What follows belongs to an exercise in optimizing a design on an open flow for small area, a short achievable clock period and few clock cycles per item; a production flow would make more cautious choices.
RTL that was checked went through simulation tests only; none was proved equivalent to the original.
Power is estimated from default activity; no workload was simulated.

==> flow/design.v (excerpt) <==
module axi_lite_slave_mem #(
    parameter int ADDR_WIDTH = 32,
    parameter int DATA_WIDTH = 32,
    parameter int DEPTH      = 32
) (
    input  logic                  s_axi_aclk,
    input  logic                  s_axi_areset,
    input  logic [ADDR_WIDTH-1:0] s_axi_awaddr,
    input  logic [2:0]            s_axi_awprot,
    input  logic                  s_axi_awvalid,
    output logic                  s_axi_awready,
    input  logic [DATA_WIDTH-1:0] s_axi_wdata,
    input  logic [3:0]            s_axi_wstrb,
    input  logic                  s_axi_wvalid,
    output logic                  s_axi_wready,
    output logic [1:0]            s_axi_bresp,
    output logic                  s_axi_bvalid,
    input  logic                  s_axi_bready,
    input  logic [ADDR_WIDTH-1:0] s_axi_araddr,
    input  logic [2:0]            s_axi_arprot,
    input  logic                  s_axi_arvalid,
    output logic                  s_axi_arready,
    output logic [DATA_WIDTH-1:0] s_axi_rdata,
    output logic [1:0]            s_axi_rresp,
    output logic                  s_axi_rvalid,
    input  logic                  s_axi_rready
);
    localparam int IDX_W = (DEPTH > 1) ? $clog2(DEPTH) : 1;
    localparam int HI_N  = DEPTH / 4;
    localparam logic [ADDR_WIDTH-3:0] DEPTH_W = (ADDR_WIDTH-2)'(DEPTH);
    logic w_unused;
  ...
For scale: about 2500 cells after synthesis, about 1200 flip-flops, about 150 I/O pins, about 0.042 mm2 of cells after synthesis.
Settings: LEC_CHECK=0, CAP_MARGIN=20, CORE_MARGIN=2, CORE_UTILIZATION=40, CTS_BUF_LIST=sky130_fd_sc_hd__clkbuf_8 sky130_fd_sc_hd__clkbuf_16, CTS_CLUSTER_DIAMETER=100, CTS_CLUSTER_SIZE=28, SETUP_SLACK_MARGIN=2.1, SLEW_MARGIN=20, SYNTH_HIERARCHICAL=1; clock period 4.0 ns.
standard.sh (not shown) runs the stock make flow with config.mk's settings and CLKGATE_MAP_FILE= SYNTH_SCRIPT=/design/flow/synth_recipe.tcl, a recipe that flattens the netlist after the stock synthesis.
==> flow/flow/run.sh <==
#!/bin/bash
# Own layout flow: the standard flow (standard.sh, unchanged synthesis, floorplan,
# power grid and tap cells), with plain buffers for the port buffers instead of the
# delay cells buffer_ports picks on its own.
set -euo pipefail
export BUFFER_PORTS_ARGS="-buffer_cell sky130_fd_sc_hd__buf_2"
bash standard.sh finish > flow_standard.log 2>&1
The baseline completed with no timing, DRC or antenna violations.
Testbench counts at the start, summed over its fixed seeds: cycles 8,024, items 16,000.
Change:
--- a/flow/config.mk
+++ b/flow/config.mk
@@ -9,7 +9,6 @@
 export CORE_MARGIN = 2
-export CORE_UTILIZATION = 40
-export CTS_BUF_LIST = sky130_fd_sc_hd__clkbuf_8 sky130_fd_sc_hd__clkbuf_16
+export CORE_UTILIZATION = 45
 export CTS_CLUSTER_DIAMETER = 100
 export CTS_CLUSTER_SIZE = 28
-export SETUP_SLACK_MARGIN = 2.1
+export SETUP_SLACK_MARGIN = 2.15
 export SLEW_MARGIN = 20
Sequential share of layout area rises by 0.30 points.
Worst hold slack improved by 0.0079 ns.
Non-clock buffer count shrinks by 7.
Die area is lower by 11%.
Power goes up by 0.70%.
Global-route usage grows by 2.3 points.
Core utilization is higher by 5.5 points.
Worst setup slack improves by 0.0071 ns.
Routed wire length drops by about 1.1%.
Synthesized area stays the same.
Change:
--- a/flow/config.mk
+++ b/flow/config.mk
@@ -9,6 +9,6 @@
 export CORE_MARGIN = 2
-export CORE_UTILIZATION = 45
-export CTS_CLUSTER_DIAMETER = 100
-export CTS_CLUSTER_SIZE = 28
-export SETUP_SLACK_MARGIN = 2.15
+export CORE_UTILIZATION = 40
+export CTS_CLUSTER_DIAMETER = 120
+export CTS_CLUSTER_SIZE = 24
+export SETUP_SLACK_MARGIN = 2.2
 export SLEW_MARGIN = 20
What happened: Final area came out higher by 1.2%. Count of clock-buffer cells in the layout came out higher by 16. Total power came out higher by 1.8%. Register-to-register slack gets better by 0.06 ns. First-iteration DRC count came out lower by 3.5%. Routed wire length came out higher by 0.84%. Global-route usage came out lower by 2.4 points. Clock power came out higher by 6.3%. Die area came out higher by 12%. Worst hold slack gets worse by 0.0031 ns.
Change:
--- a/flow/config.mk
+++ b/flow/config.mk
@@ -12,3 +12,3 @@
 export CTS_CLUSTER_SIZE = 24
-export SETUP_SLACK_MARGIN = 2.2
+export SETUP_SLACK_MARGIN = 2.0
 export SLEW_MARGIN = 20
Outcome: The new run produced a clean layout; cell count goes down by about 0.34%; wire length goes up by 0.42%; setup slack is worse by 0.041 ns; area after synthesis is unchanged; flip-flop and latch count does not change.

---

run A:
Another version of the RTL of axi_lite_slave_mem (not shown whole).
Size: ~2,500 cells after synthesis, roughly 150 I/O pins, about 43,000 µm² of cells after synthesis.
// axi_lite_slave_mem
module axi_lite_slave_mem #(
    parameter int ADDR_WIDTH = 32,
    parameter int DATA_WIDTH = 32,
    parameter int DEPTH      = 32
) (
    input  logic                  s_axi_aclk,
    input  logic                  s_axi_areset,
    input  logic [ADDR_WIDTH-1:0] s_axi_awaddr,
    input  logic [2:0]            s_axi_awprot,
    input  logic                  s_axi_awvalid,
    output logic                  s_axi_awready,
    input  logic [DATA_WIDTH-1:0] s_axi_wdata,
    input  logic [3:0]            s_axi_wstrb,
    input  logic                  s_axi_wvalid,
    output logic                  s_axi_wready,
    output logic [1:0]            s_axi_bresp,
    output logic                  s_axi_bvalid,
    input  logic                  s_axi_bready,
    input  logic [ADDR_WIDTH-1:0] s_axi_araddr,
    input  logic [2:0]            s_axi_arprot,
    input  logic                  s_axi_arvalid,
    output logic                  s_axi_arready,
    output logic [DATA_WIDTH-1:0] s_axi_rdata,
    output logic [1:0]            s_axi_rresp,
    output logic                  s_axi_rvalid,
    input  logic                  s_axi_rready
);
export LEC_CHECK = 0
export CAP_MARGIN = 20
export CORE_MARGIN = 2
export CORE_UTILIZATION = 40
export CTS_CLUSTER_DIAMETER = 120
export CTS_CLUSTER_SIZE = 24
export SETUP_SLACK_MARGIN = 2.2
export SLEW_MARGIN = 20
export SYNTH_HIERARCHICAL = 1
create_clock -name core_clock -period 4.0 [get_ports {s_axi_aclk}]
Scripts as last shown in full above: flow/flow/run.sh
Run A finished every stage and its layout cleared the timing, design-rule and antenna checks.
What run B does differently from run A at the input level:
# run A
export LEC_CHECK = 0
export CAP_MARGIN = 20
export CORE_MARGIN = 2
export CORE_UTILIZATION = 40
export CTS_CLUSTER_DIAMETER = 120
export CTS_CLUSTER_SIZE = 24
export SETUP_SLACK_MARGIN = 2.2
export SLEW_MARGIN = 20
export SYNTH_HIERARCHICAL = 1
create_clock -name core_clock -period 4.0 [get_ports {s_axi_aclk}]
# run B
export LEC_CHECK = 0
export CAP_MARGIN = 20
export CORE_MARGIN = 2
export CORE_UTILIZATION = 40
export CTS_CLUSTER_DIAMETER = 120
export CTS_CLUSTER_SIZE = 24
export SETUP_SLACK_MARGIN = 2.4
export SLEW_MARGIN = 20
export SYNTH_HIERARCHICAL = 1
create_clock -name core_clock -period 4.0 [get_ports {s_axi_aclk}]
Results
Run B finished every step from synthesis to the final layout, and the layout passed the timing, design-rule and antenna checks.
Run B ends up with lower sequential share of cell area than run A does.
Cmp run A and run B / data arrival time of the worst path / lower: run B
Higher cell area power density among run A and run B: run A
Going from run A to run B, global-route met3 utilization saw little to no change; non-clock buffer area fraction after layout has increased; standby leakage power went up 0.81 nW; total non-filler cell area in the finished layout now larger; number of antenna violations at the first check in global routing decreased 3.
Run B vs run A, final instance count without filler cells went up by 71.
Synthesized area came out exactly the same in run A and run B.
Changes in run C relative to run B:
# run B
export LEC_CHECK = 0
export CAP_MARGIN = 20
export CORE_MARGIN = 2
export CORE_UTILIZATION = 40
export CTS_CLUSTER_DIAMETER = 120
export CTS_CLUSTER_SIZE = 24
export SETUP_SLACK_MARGIN = 2.4
export SLEW_MARGIN = 20
export SYNTH_HIERARCHICAL = 1
create_clock -name core_clock -period 4.0 [get_ports {s_axi_aclk}]
# run C
export LEC_CHECK = 0
export CAP_MARGIN = 20
export CORE_MARGIN = 2
export CORE_UTILIZATION = 40
export CTS_CLUSTER_DIAMETER = 120
export CTS_CLUSTER_SIZE = 24
export SETUP_SLACK_MARGIN = 2.2
export SLEW_MARGIN = 20
export SYNTH_HIERARCHICAL = 1
create_clock -name core_clock -period 4.0 [get_ports {s_axi_aclk}]
==> flow/flow/run.sh <==
#!/bin/bash
# Own layout flow: the standard flow (standard.sh: unchanged synthesis, floorplan,
# power grid and tap cells), with two changes to how the layout is made:
#  - plain buffers (buf_2) for the port buffers instead of the delay cells buffer_ports
#    picks on its own;
#  - clock tree synthesis with a non-default routing rule (wider, spaced wires) on the
#    clock nets, for a faster tree. Clustering is as in config.mk.
set -euo pipefail
export BUFFER_PORTS_ARGS="-buffer_cell sky130_fd_sc_hd__buf_2"
export CTS_ARGS="-sink_clustering_enable -repair_clock_nets -sink_clustering_size 24 -sink_clustering_max_diameter 120 -apply_ndr full"
bash standard.sh finish > flow_standard.log 2>&1
==> comparison <==
Reported for run C and run B, overall die area turned out identical to the last digit. Relative to run B, sequential share of layout area increased by 3.5 points in run C. Global routing usage on met3 delta (run B -> run C): insignificant. On run C: power share of the clock group is 0.2 points higher than what run B gave. As far as final hold violation count goes, run B and run C are indistinguishable; the numbers are identical. Taking run B as the reference point, the detailed-routing iteration count for the pre-antenna-repair pass of run C rises by 1. Run C — wire length 5.8% lower, run B as reference. Run C against run B: maximum number of pins on one net before global-route repair now larger, total power after layout lost 0.099 mW, worst setup slack after layout decreased 0.026 ns.
Function was not checked in any run of this note: the RTL went through the layout flow alone.

re-timing with driven ports:
Ports are ideal in the flow. The routed layouts listed here were re-timed in OpenROAD. Step 1, drivers: a clkbuf_16 drives s_axi_aclk and a buf_2 each remaining input, both assumed. Step 2 times the ports against the registers' clock, not the clock port: input delays grow and output delays shrink by t, the midpoint of the rising clock arrivals with the driver on. Slacks: ideal ports / drivers / drivers and shift; pairs: ideal ports / drivers.
run | t, ns | setup WS [ns] | hold WS [ns] | latest minus earliest clock arrival (ns) | pins driven straight from the clock port
the first run of note 1 | 0.688 | 2.069 / 2.000 / 1.552 | 0.375 / 0.363 / 0.458 | 0.033 / 0.034 | 1
the second run of note 1 | 0.689 | 2.076 / 2.011 / 1.654 | 0.383 / 0.359 / 0.462 | 0.024 / 0.025 | 1
the third run of note 1 | 0.712 | 2.068 / 1.996 / 1.686 | 0.380 / 0.336 / 0.462 | 0.019 / 0.019 | 1
the fourth run of note 1 | 0.698 | 2.026 / 1.980 / 1.546 | 0.376 / 0.349 / 0.453 | 0.022 / 0.022 | 1
run A | 0.724 | 2.034 / 1.961 / 1.481 | 0.369 / 0.325 / 0.461 | 0.031 / 0.031 | 1
run B | 0.731 | 2.060 / 1.989 / 1.522 | 0.357 / 0.320 / 0.467 | 0.031 / 0.030 | 1
run C | 0.724 | 2.034 / 1.961 / 1.481 | 0.369 / 0.325 / 0.461 | 0.031 / 0.031 | 1
After both steps setup and hold are still met in every run listed.
